What follows belongs to an exercise in optimizing a design on an open flow for small area; a production flow would make more cautious choices. In this exercise RTL edits were held to simulation tests only and were not proved equivalent to the original. Power and IR drop assume default switching activity.

`flow/design.v`:
```
module yreg_file #(
  parameter int WIDTH = 32,
  parameter int ADDR  = 5
) (
  input  logic             clk,
  input  logic             rst,
  input  logic [ADDR-1:0]  rn1,
  input  logic [ADDR-1:0]  rn2,
  input  logic [ADDR-1:0]  wn,
  input  logic [WIDTH-1:0] d,
  input  logic             w,
  output logic [WIDTH-1:0] rd1,
  output logic [WIDTH-1:0] rd2
);
  localparam int N = 2 ** ADDR;
  logic [N-1:1] we;      
  logic [N-1:1] valid;   
  logic [N-1:1] sel1;    
  logic [N-1:1] sel2;    
  logic         hit1;    
  logic         hit2;    
  logic [WIDTH-1:0] q [1:N-1];
  assign hit1 = !rst && w && (wn != '0) && (wn == rn1);
  assign hit2 = !rst && w && (wn != '0) && (wn == rn2);
  localparam int LO = (ADDR + 1) / 2;
  localparam int HI = ADDR - LO;
  logic [2**LO-1:0] l1, l2, lw;
  logic [2**HI-1:0] h1, h2, hw;
  logic [N-1:1]     rdy;   
  for (genvar k = 0; k < 2**LO; k++) begin : gLo
    assign l1[k] = (rn1[LO-1:0] == LO'(k));
    assign l2[k] = (rn2[LO-1:0] == LO'(k));
    assign lw[k] = (wn[LO-1:0] == LO'(k));
  end
  logic same1, same2;
  assign same1 = w && (wn == rn1);
  assign same2 = w && (wn == rn2);
  for (genvar k = 0; k < 2**HI; k++) begin : gHi
    assign h1[k] = !same1 && (rn1[ADDR-1:LO] == HI'(k));
    assign h2[k] = !same2 && (rn2[ADDR-1:LO] == HI'(k));
    assign hw[k] = w && (wn[ADDR-1:LO] == HI'(k));
  end
  genvar i;
  for (i = 1; i < N; i++) begin : gReg
    yreg_and2 uWe (.a(hw[i >> LO]), .b(lw[i % (2**LO)]), .y(we[i]));
    always_ff @(posedge clk or posedge rst) begin
      if (rst) begin
        valid[i] <= 1'b0;
      end else if (we[i]) begin
        valid[i] <= 1'b1;
      end
    end
    always_ff @(posedge clk) begin
      if (we[i]) begin
        q[i] <= d;
      end
    end
    assign rdy[i] = valid[i];
    yreg_and3 uS1 (.a(h1[i >> LO]), .b(l1[i % (2**LO)]), .c(rdy[i]), .y(sel1[i]));
    yreg_and3 uS2 (.a(h2[i >> LO]), .b(l2[i % (2**LO)]), .c(rdy[i]), .y(sel2[i]));
  end
  localparam int G = (N + 2) / 3;    
  logic [N-1:0] s1, s2;
  logic [WIDTH-1:0] x [0:N-1];
  assign s1 = {sel1, hit1};
  assign s2 = {sel2, hit2};
  assign x[0] = d;
  for (i = 1; i < N; i++) begin : gX
    assign x[i] = q[i];
  end
  genvar b, g;
  for (b = 0; b < WIDTH; b++) begin : gBit
    logic [G-2:0] n1, n2;
    for (g = 0; g < G - 1; g++) begin : gGrp
      yreg_aoi222 u1 (.a0(s1[3*g]), .b0(x[3*g][b]), .a1(s1[3*g+1]), .b1(x[3*g+1][b]),
                      .a2(s1[3*g+2]), .b2(x[3*g+2][b]), .y(n1[g]));
      yreg_aoi222 u2 (.a0(s2[3*g]), .b0(x[3*g][b]), .a1(s2[3*g+1]), .b1(x[3*g+1][b]),
                      .a2(s2[3*g+2]), .b2(x[3*g+2][b]), .y(n2[g]));
    end
    logic [2:0] p1, p2;
    yreg_nand4 u1a (.a(n1[3:0]), .y(p1[0]));
    yreg_nand4 u1b (.a(n1[7:4]), .y(p1[1]));
    yreg_nand4 u2a (.a(n2[3:0]), .y(p2[0]));
    yreg_nand4 u2b (.a(n2[7:4]), .y(p2[1]));
    yreg_last u1c (.n0(n1[8]), .n1(n1[9]), .a0(s1[N-2]), .b0(x[N-2][b]),
                   .a1(s1[N-1]), .b1(x[N-1][b]), .y(p1[2]));
    yreg_last u2c (.n0(n2[8]), .n1(n2[9]), .a0(s2[N-2]), .b0(x[N-2][b]),
                   .a1(s2[N-1]), .b1(x[N-1][b]), .y(p2[2]));
    yreg_or3 u1d (.a(p1), .y(rd1[b]));
    yreg_or3 u2d (.a(p2), .y(rd2[b]));
  end
endmodule
module yreg_aoi222 (
  input  logic a0, b0, a1, b1, a2, b2,
  output logic y
);
  assign y = !((a0 && b0) || (a1 && b1) || (a2 && b2));
endmodule
module yreg_nand4 (
  input  logic [3:0] a,
  output logic       y
);
  assign y = !(&a);
endmodule
module yreg_last (
  input  logic n0, n1, a0, b0, a1, b1,
  output logic y
);
  assign y = !(n0 && n1 && !((a0 && b0) || (a1 && b1)));
endmodule
module yreg_or3 (
  input  logic [2:0] a,
  output logic       y
);
  assign y = |a;
endmodule
module yreg_and2 (
  input  logic a, b,
  output logic y
);
  assign y = a && b;
endmodule
module yreg_and3 (
  input  logic a, b, c,
  output logic y
);
  assign y = a && b && c;
endmodule
```
`flow/flow/run.sh`:
```
#!/bin/bash
# The standard flow (standard synthesis unchanged), with these layout changes:
#  - ports are buffered with buf_2 instead of the slow delay buffer the
#    resizer picks by default, and the port buffers are then set to buf_1
#    just before repair_design, which re-sizes any that are too weak
#    (flow/pre_resize.tcl);
#  - CTS clusters up to 16 sinks per clkbuf_8 leaf buffer and inserts no
#    dummy loads.
# The full make output is written to standard_flow.log.
set -uo pipefail
bash standard.sh \
  "BUFFER_PORTS_ARGS=-buffer_cell sky130_fd_sc_hd__buf_2" \
  "PRE_GLOBAL_PLACE_TCL=$PWD/flow/pre_place.tcl" \
  "PRE_RESIZE_TCL=$PWD/flow/pre_resize.tcl" \
  "CTS_ARGS=-sink_clustering_enable -repair_clock_nets -dont_use_dummy_load -buf_list {sky130_fd_sc_hd__clkbuf_8} -sink_clustering_size 16 -sink_clustering_max_diameter 60" \
  finish > standard_flow.log 2>&1
```
`flow/flow/pre_place.tcl`:
```
# Register select and write strobe gates each drive a full row of WIDTH
# cells; give AND gates with such a fanout the x2 drive up front, so that
# repair sizes rather than buffers them.
set block [ord::get_db_block]
set db [ord::get_db]
set map [dict create \
  sky130_fd_sc_hd__and3_1 sky130_fd_sc_hd__and3_2 \
  sky130_fd_sc_hd__and2_1 sky130_fd_sc_hd__and2_4 \
  sky130_fd_sc_hd__and2_0 sky130_fd_sc_hd__and2_4]
set n 0
foreach inst [$block getInsts] {
  set m [[$inst getMaster] getName]
  if {![dict exists $map $m]} { continue }
  set out [$inst findITerm X]
  if {$out eq "NULL"} { continue }
  set net [$out getNet]
  if {$net eq "NULL"} { continue }
  if {[llength [$net getITerms]] < 21} { continue }
  $inst swapMaster [$db findMaster [dict get $map $m]]
  incr n
}
puts "pre_gpl_size: $n high-fanout AND gates upsized"
```
`flow/flow/pre_resize.tcl`:
```
# Runs just before repair_design in the resize step. The port buffers that
# buffer_ports inserted (buf_2) are set to the smallest buffer, buf_1:
# output-port buffers only drive the fixed port load, and input-port
# buffers that turn out too weak are re-sized or buffered by repair_design.
# The clock port has no port buffer; CTS buffers it.
set block [ord::get_db_block]
set small [[ord::get_db] findMaster sky130_fd_sc_hd__buf_1]
set n 0
foreach bterm [$block getBTerms] {
  set io [$bterm getIoType]
  if {$io ne "OUTPUT" && $io ne "INPUT"} { continue }
  if {[$bterm getSigType] eq "CLOCK"} { continue }
  set net [$bterm getNet]
  if {$net eq "NULL"} { continue }
  foreach iterm [$net getITerms] {
    if {$io eq "OUTPUT" && ![$iterm isOutputSignal]} { continue }
    if {$io eq "INPUT" && ![$iterm isInputSignal]} { continue }
    set inst [$iterm getInst]
    if {[[$inst getMaster] getName] eq "sky130_fd_sc_hd__buf_2"} {
      $inst swapMaster $small
      incr n
    }
  }
}
puts "pre_resize: $n port buffers set to buf_1"
```
`flow/standard.sh`:
```
#!/bin/bash
# synth_recipe.tcl (not shown) runs the flow's synth.tcl, then flattens the netlist and writes it again
# the make line also repeats each setting of config.mk as NAME=value (left out here)
make -C /OpenROAD-flow-scripts/flow DESIGN_CONFIG=/design/flow/config.mk WORK_HOME=/design/flow/orfs CLKGATE_MAP_FILE= SYNTH_SCRIPT=/design/flow/synth_recipe.tcl "${@:-finish}"
```
`flow/config.mk`:
```
export PLATFORM = sky130hd
export DESIGN_NAME = yreg_file
export DESIGN_NICKNAME = yreg_file
export VERILOG_FILES = /design/flow/design.v
export SDC_FILE = /design/flow/constraint.sdc
export NUM_CORES = 4
export LEC_CHECK = 0
export CAP_MARGIN = 20
export CORE_MARGIN = 2
export CORE_UTILIZATION = 65
export GPL_TIMING_DRIVEN = 0
export SLEW_MARGIN = 20
export SYNTH_HIERARCHICAL = 1
export SYNTH_MINIMUM_KEEP_SIZE = 0
```
`flow/constraint.sdc`:
```
create_clock -name core_clock -period 7.0 [get_ports {clk}]
set_input_delay 1.4000 -clock core_clock [delete_from_list [all_inputs] [get_ports {clk}]]
set_output_delay 1.4000 -clock core_clock [all_outputs]
set_load 0.01 [all_outputs]
```
==> results.cfg, run 1 <==
[synth]
yosysUniqueCellTypes = 32
synthArstFlopShare_pct = 3.03
seq_area_frac_synth_pct = 75.9
syn_avg_cell_area_sq_um = 18.5
synthFlopType = edfxtp_1
synth.yosys.warnings = 11
synthCells = 2182
synth_area_sq_um = 40300
synth_nets = 2232
synth-seq-cells = 1023
synth_edf_count = 992

[setup_path]
cp.arrival_ns = 5.17
slowest_stage = and3_2
cp_slowest_stage_delay_ns = 1.09
path_max_fanout = 32
crit_cells = 9
crit_top_cell = buf_1
crit_family = simple AND/OR/NAND/NOR gates
rr_worst_depth = 1
path_class = in -> out
crit_path_end_kind = output port
path_buf_inv = 2
worst_ep_required_time_ns = 5.60
crit_chain = buf_1 -> xor2_1 -> nor4_4 -> a311oi_1 -> and3_2 -> a222oi_1 -> nand4_1 -> or3_1 -> buf_1
startpoint_type = input port

[grt]
antenna_found_initial = 14
grt_pass1_wl_um = 185000
track_usage_pct = 41.2
grt_pass1_vias = 27000
gr-total-overflow = 0
grt_start_max_net_pins = 34

[floorplanning]
num_rows = 91
start_util_pct = 65.5
die_area_sq_um = 64000
dieWidth_um = 253
core-area_sq_um = 61500
die_y_um = 253
ioPinCount = 114

[timing]
max_slew_margin_pct = 18.3
rsz0062_at_grt = no
whs_ns = 0.481
finClkSkew_ns = 0
timing.final.crit_share_pct = 93.9
fmax_mhz = 152
setup-tns-final_ns = 0
drv_slew = 0
setup_viol = 0
period_needed_ns = 6.57
hold_viol = 0
worstMarginPinSlew_ns = 1.22

[drt]
drtIter0Drc = 8259
wl_per_cell_um = 42.9
drt_wl_total_um = 135000
via_count = 28600
drtAntennaViolNets = 0
drt_first_pass_iters = 12
viasPerCell = 9.07
drc_errors = 0

[place]
dp_hpwl_um = 72400
gp_congestion = 0.976
io_buffer_count = 102

[power]
power_frac_seq_pct = 66.4
clockPowerShare_pct = 26.5
combPwrFrac_pct = 7.1
ir_drop_uv = 223
p_switching_mw = 2.39
internal-power_mw = 7.97
finalPower_mw = 10.4
power_leakage_nw = 13.1
netSwitchingFraction_pct = 23.1
power-per-cell-area_nw_per_um2 = 242

[clock_tree]
cts_buffer_depth = 3
post_cts_resized = 0
cts_root_buf = clkbuf_8
worstSkewPairLatency_ns = 0.68
cts_tree = yes
cts_buffers = 74
htree_levels = 3
post_cts.repair.setup_buffers = 0
cts.sinks = 1023
cts_hold_buf = 0
path_clk_slew_ns = 0.04

[final_layout]
final_nets = 2412
syn_to_final_growth_pct = 6.47
final_layout_size_suffix_gt1_share_pct = 10.2

[worst_hold_path]
whs_path_depth = 1
hold_path.class = reg -> reg

[status]
status = no timing/DRC/antenna violations

[flow_run]
maxCapViolCount = 0
-- state kept, by name (all words and copies together) (netlist names) --
signal and flops:
q 992, valid 31
-- metal layers --
metal	global-route usage, %	routed length [um]
met2	61.2	60000
met3	12.7	24500
met5	0	49
met4	17.4	5910
met1	57.4	44700
-- modules after synthesis (local to each module, per instance) --
module / copies in the design / area [sq um]
yreg_last: 64 / 12.5
yreg_or3: 64 / 6.26
yreg_file: 1 / 31300
yreg_and2: 31 / 6.26
yreg_and3: 62 / 6.26
yreg_nand4: 128 / 6.26
yreg_aoi222: 640 / 10.0
-- layout by cell type, fill, tap and decap left out, types with 3 or more instances in the layout --
master and n:
edfxtp_1 992, a222oi_1 640, nand4_1 128, buf_1 80, clkbuf_8 74, and3_2 65, a22oi_1 64, nand3_1 64
or3_1 64, or2_2 31, and2_4 31, dfrtp_1 31, buf_2 27, nor3b_1 9, xor2_1 8, nand2_1 7
and3b_1 7, nor2_1 4, nor3_1 3, and3_1 3, buf_6 3, a21oi_1 3, clkbuf_2 3
-- logic make-up (layout without fill, tap and decap cells) --
kind of cell | Yosys count | in the layout | share of synthesized area (%)
DFF | 1023 | 1023 | 75.9
xor gates and xnor gates | 10 | 10 | 0.218
AOI/OAI and AO/OA | 713 | 713 | 17.3
and+or+nand+nor | 422 | 422 | 6.44
other | 0 | 1 | 0
buffers and inverters | 14 | 192 | 0.183
-- worst paths after layout --
check / slack (ns) / from / endpoint
min: 0.48 / valid[19] / valid[19]
min reg2reg: 0.48 / valid[19] / valid[19]
max: 0.43 / wn[2] / rd2[0]
min in group asynchronous: 0.83 / rst / valid[30]
max in group asynchronous: 5.64 / rst / valid[19]
max reg2reg: 6.17 / valid[31] / valid[31]
-- Yosys cell counts, drive strengths merged (2+ instances only) --
cell / number / area, sq um
nor3: 3 / 15.0
buf: 10 / 58.8
a311oi: 2 / 17.5
a211oi: 2 / 15.0
a21oi: 3 / 15.0
a22oi: 64 / 480
nand3: 64 / 320
nor4: 2 / 42.5
nand2: 7 / 26.3
and3: 68 / 427
a222oi: 640 / 6410
and3b: 7 / 61.3
nand4: 128 / 801
and2: 32 / 201
dfrtp: 31 / 776
a31oi: 2 / 12.5
or3: 64 / 400
nor2: 4 / 15.0
nor3b: 9 / 67.6
edfxtp: 992 / 29800
or2: 31 / 194
inv: 3 / 11.3
xnor2: 2 / 17.5
xor2: 8 / 70.1
-- metrics by stage --
step           area [sq um]  utilization [%]  worst slack, ns  cells
2_1_floorplan         40300                -             1.96   2182
3_3_place_gp          41900             68.2            0.834   3074
3_5_place_dp          41800             68.1            0.571   3076
4_1_cts               42900             69.7            0.556   3150
5_1_grt               42900             69.7            0.259   3151
6_report              42900             69.7            0.429   3151
-- power groups by stage --
stage,Sequential [mW],Clock [mW],Combinational [mW]
floorplan,7.00,0,0.321
global placement,7.00,0,0.694
detailed placement,7.01,0,0.692
CTS,6.87,2.74,0.693
global route,6.89,2.94,0.748
finish,6.88,2.75,0.736
-- final cells by class --
class                           count  area, sq um
Multi-Input combinational cell   1145         9790
Inverter                            3         11.3
Antenna cell                        1         2.50
Tap cell                          790          988
Timing Repair Buffer              104          443
Sequential cell                  1023        30600
Fill cell                        4001        18600
Clock buffer                       74         1020
Buffer                             11         52.6
==> run 2: changes to the inputs <==
--- a/flow/flow/pre_place.tcl
+++ b/flow/flow/pre_place.tcl
@@ -1,6 +1,6 @@
 # Register select and write strobe gates each drive a full row of WIDTH
-# cells; give AND gates with such a fanout the x2 drive up front, so that
-# repair sizes rather than buffers them.
+# cells; give AND gates with such a fanout more drive up front (and3 x2,
+# and2 x4), so that repair sizes rather than buffers them.
 set block [ord::get_db_block]
 set db [ord::get_db]
 set map [dict create \
--- a/flow/config.mk
+++ b/flow/config.mk
@@ -5,10 +5,10 @@
 export SDC_FILE = /design/flow/constraint.sdc
 export NUM_CORES = 4
 export LEC_CHECK = 0
-export CAP_MARGIN = 20
+export CAP_MARGIN = 5
 export CORE_MARGIN = 2
 export CORE_UTILIZATION = 65
 export GPL_TIMING_DRIVEN = 0
-export SLEW_MARGIN = 20
+export SLEW_MARGIN = 5
 export SYNTH_HIERARCHICAL = 1
 export SYNTH_MINIMUM_KEEP_SIZE = 0
==> results.cfg, run 2 <==
[floorplanning]
num_rows = 91
core-area_sq_um = 61500
dieWidth_um = 253
die_area_sq_um = 64000
die_y_um = 253
start_util_pct = 65.5
ioPinCount = 114

[timing]
drv_slew = 0
fmax_mhz = 150
setup-tns-final_ns = 0
final.setup.worst_slack_ns = 0.344
timing.final.crit_share_pct = 95.1
setup_viol = 0
worstMarginPinSlew_ns = 1.20
period_needed_ns = 6.66
max_slew_margin_pct = 19.3
rsz0062_at_grt = no
whs_ns = 0.484
hold_viol = 0
finClkSkew_ns = 0

[power]
ir_drop_uv = 216
power-per-cell-area_nw_per_um2 = 242
power_leakage_nw = 13.1

[status]
status = no timing/DRC/antenna violations

[setup_path]
rr_worst_depth = 1
r2r_slack_ns = 6.17
path_max_fanout = 32
worstSetupStartpoint = wn[0]
startpoint_type = input port
path_class = in -> out
worstReg2RegEnd = valid[9]
crit_path_end_kind = output port
cp.arrival_ns = 5.26
crit_end = rd1[11]
r2r_start = valid[9]
worst_ep_required_time_ns = 5.60

[drt]
wl_per_cell_um = 42.9
drt_first_pass_iters = 12
viasPerCell = 9.06
drc_errors = 0
drtAntennaViolNets = 0
drtIter0Drc = 8578
via_count = 28500
drt_wl_total_um = 135000

[final_layout]
multi_input_area_sq_um = 9780
final_layout_size_suffix_gt1_share_pct = 10.2
final_nets = 2410
largest_register_ffs = 992
final_common_cell = edfxtp_1
regArea_sq_um = 30600
post-route-util_pct = 69.7
largest-register = q
largestRegisters = q x992, valid x31
fillers = 4004
syn_to_final_growth_pct = 6.41
design_area_sq_um = 42800
layout_common_cells = edfxtp_1, a222oi_1, nand4_1

[synth]
synth.yosys.warnings = 11
syn_avg_cell_area_sq_um = 18.5
synth_edf_count = 992
yosysUniqueCellTypes = 32
yosysTopAreaCell = edfxtp_1
seq_area_frac_synth_pct = 75.9
yosysMostFrequentCell = edfxtp_1
synthArstFlopShare_pct = 3.03
synth_area_sq_um = 40300
synth_top_area_share_pct = 74.0
synth_nets = 2232
synthCells = 2182
synth.area.top_cells = edfxtp_1, a222oi_1, nand4_1
synthFlopType = edfxtp_1
synth_commonest_cells = edfxtp_1, a222oi_1, nand4_1
synth-seq-cells = 1023

[place]
io_buffer_count = 102
dp_hpwl_um = 72300
placed_area_sq_um = 41800
pre_cts_ws_ns = 0.562
gp_congestion = 0.976

[clock_tree]
worstSkewPairLatency_ns = 0.67
cts_root_buf = clkbuf_8
cts.sinks = 1023
cts_buffer_depth = 3
cts_buffers = 74
cts_tree = yes
post_cts_resized = 0
htree_levels = 3
cts_hold_buf = 0
path_clk_slew_ns = 0.04
post_cts.repair.setup_buffers = 0

[flow_run]
maxCapViolCount = 0

[grt]
grt_pass1_vias = 26700
grt_start_max_net_pins = 34
grt_pass1_wl_um = 184000
antenna_found_initial = 14
gr-total-overflow = 0
track_usage_pct = 41.2

[worst_hold_path]
hold_path.class = reg -> reg
[run 2: cell counts after synthesis]
No cell type changed its count.
[run 2: cell families after synthesis]
logic type	count (synthesis)	share of synthesized area, %
xor+xnor	10	0.218
buf+inv	14	0.183
compound gates	713	17.3
simple gates	422	6.44
flops	1023	75.9
[run 2: worst min path at each step]
| stage | start | endpoint | slack (ns) | cells after the start |
|---|---|---|---|---|
| after global placement | valid[6] | valid[6] | 0.46 | 1 |
| final | valid[20] | valid[20] | 0.48 | 1 |
| after detailed placement | valid[14] | valid[14] | 0.47 | 1 |
| after global routing | valid[22] | valid[22] | 0.50 | 1 |
| after CTS | valid[19] | valid[19] | 0.49 | 1 |
| after floorplan | valid[10] | valid[10] | 0.45 | 1 |
[run 2: final cells by class]
cell class / instances / share of cell area (%)
antenna: 1 / 0.00584
timing repair buffer: 102 / 0.987
tap: 790 / 2.31
sequential: 1023 / 71.3
multi-input combinational: 1145 / 22.8
clock buffer: 74 / 2.38
buffer: 11 / 0.123
inverter: 3 / 0.0263
[run 2: metal layers]
layer	global-route usage (%)	wire, um	vias to the layer above
met5	0	63	-
met4	16.5	5570	10
met3	12.1	24300	424
met2	61.2	60000	2955
met1	58.1	45100	14100
li1	-	-	11100
[run 2: stage by stage]
| step | instances | power (mW) |
|---|---|---|
| after floorplan | 2182 | 7.32 |
| after global placement | 3074 | 7.70 |
| after detailed placement | 3074 | 7.71 |
| after CTS | 3148 | 10.3 |
| after global routing | 3149 | 10.6 |
| final | 3149 | 10.4 |
[run 2: worst max-delay path: stages]
cell and delay, ns:
buf_1 0.31, xor2_1 0.29, nor4_4 0.10, a311oi_1 0.98, and3_2 1.09, a222oi_1 0.28
nand4_1 0.27, or3_1 0.29, buf_1 0.18
[run 2: power by group]
part | internal [mW] | switching (mW) | total (mW)
logic | 0.199 | 0.534 | 0.733
clock network | 0.952 | 1.79 | 2.74
registers | 6.82 | 0.0591 | 6.88
[run 2: per-module statistics from Yosys (local to each module, per instance)]
module,cells inside,times used
yreg_last,2,64
yreg_nand4,1,128
yreg_and3,1,62
yreg_file,1129,1
yreg_or3,1,64
yreg_aoi222,1,640
yreg_and2,1,31

afterwards: timing with drivers on the ports:
The results above use ideal ports. As a check the final layouts listed here were re-extracted and re-timed, cells and wires unchanged.
Step 1 assumes that a clkbuf_16 drives the clock port and a buf_2 every other input.
Step 2, shift: input delay + t, output delay - t, t = (earliest + latest rising clock arrival at the registers) / 2. This alone moves slack from input paths to output paths.
Three values: ideal, step 1, step 2; two values: the first two.
run | shift t [ns] | setup slack, ns | cell pins on the clock port's net
run 1 | 0.742 | 0.429 / 0.402 / 0.402 | 1
run 2 | 0.744 | 0.344 / 0.319 / 0.319 | 1
After both steps every run listed still meets setup and hold. For run 1, which loses most, drivers alone change the setup slack by -0.027 ns; drivers and shift together by -0.027 ns.
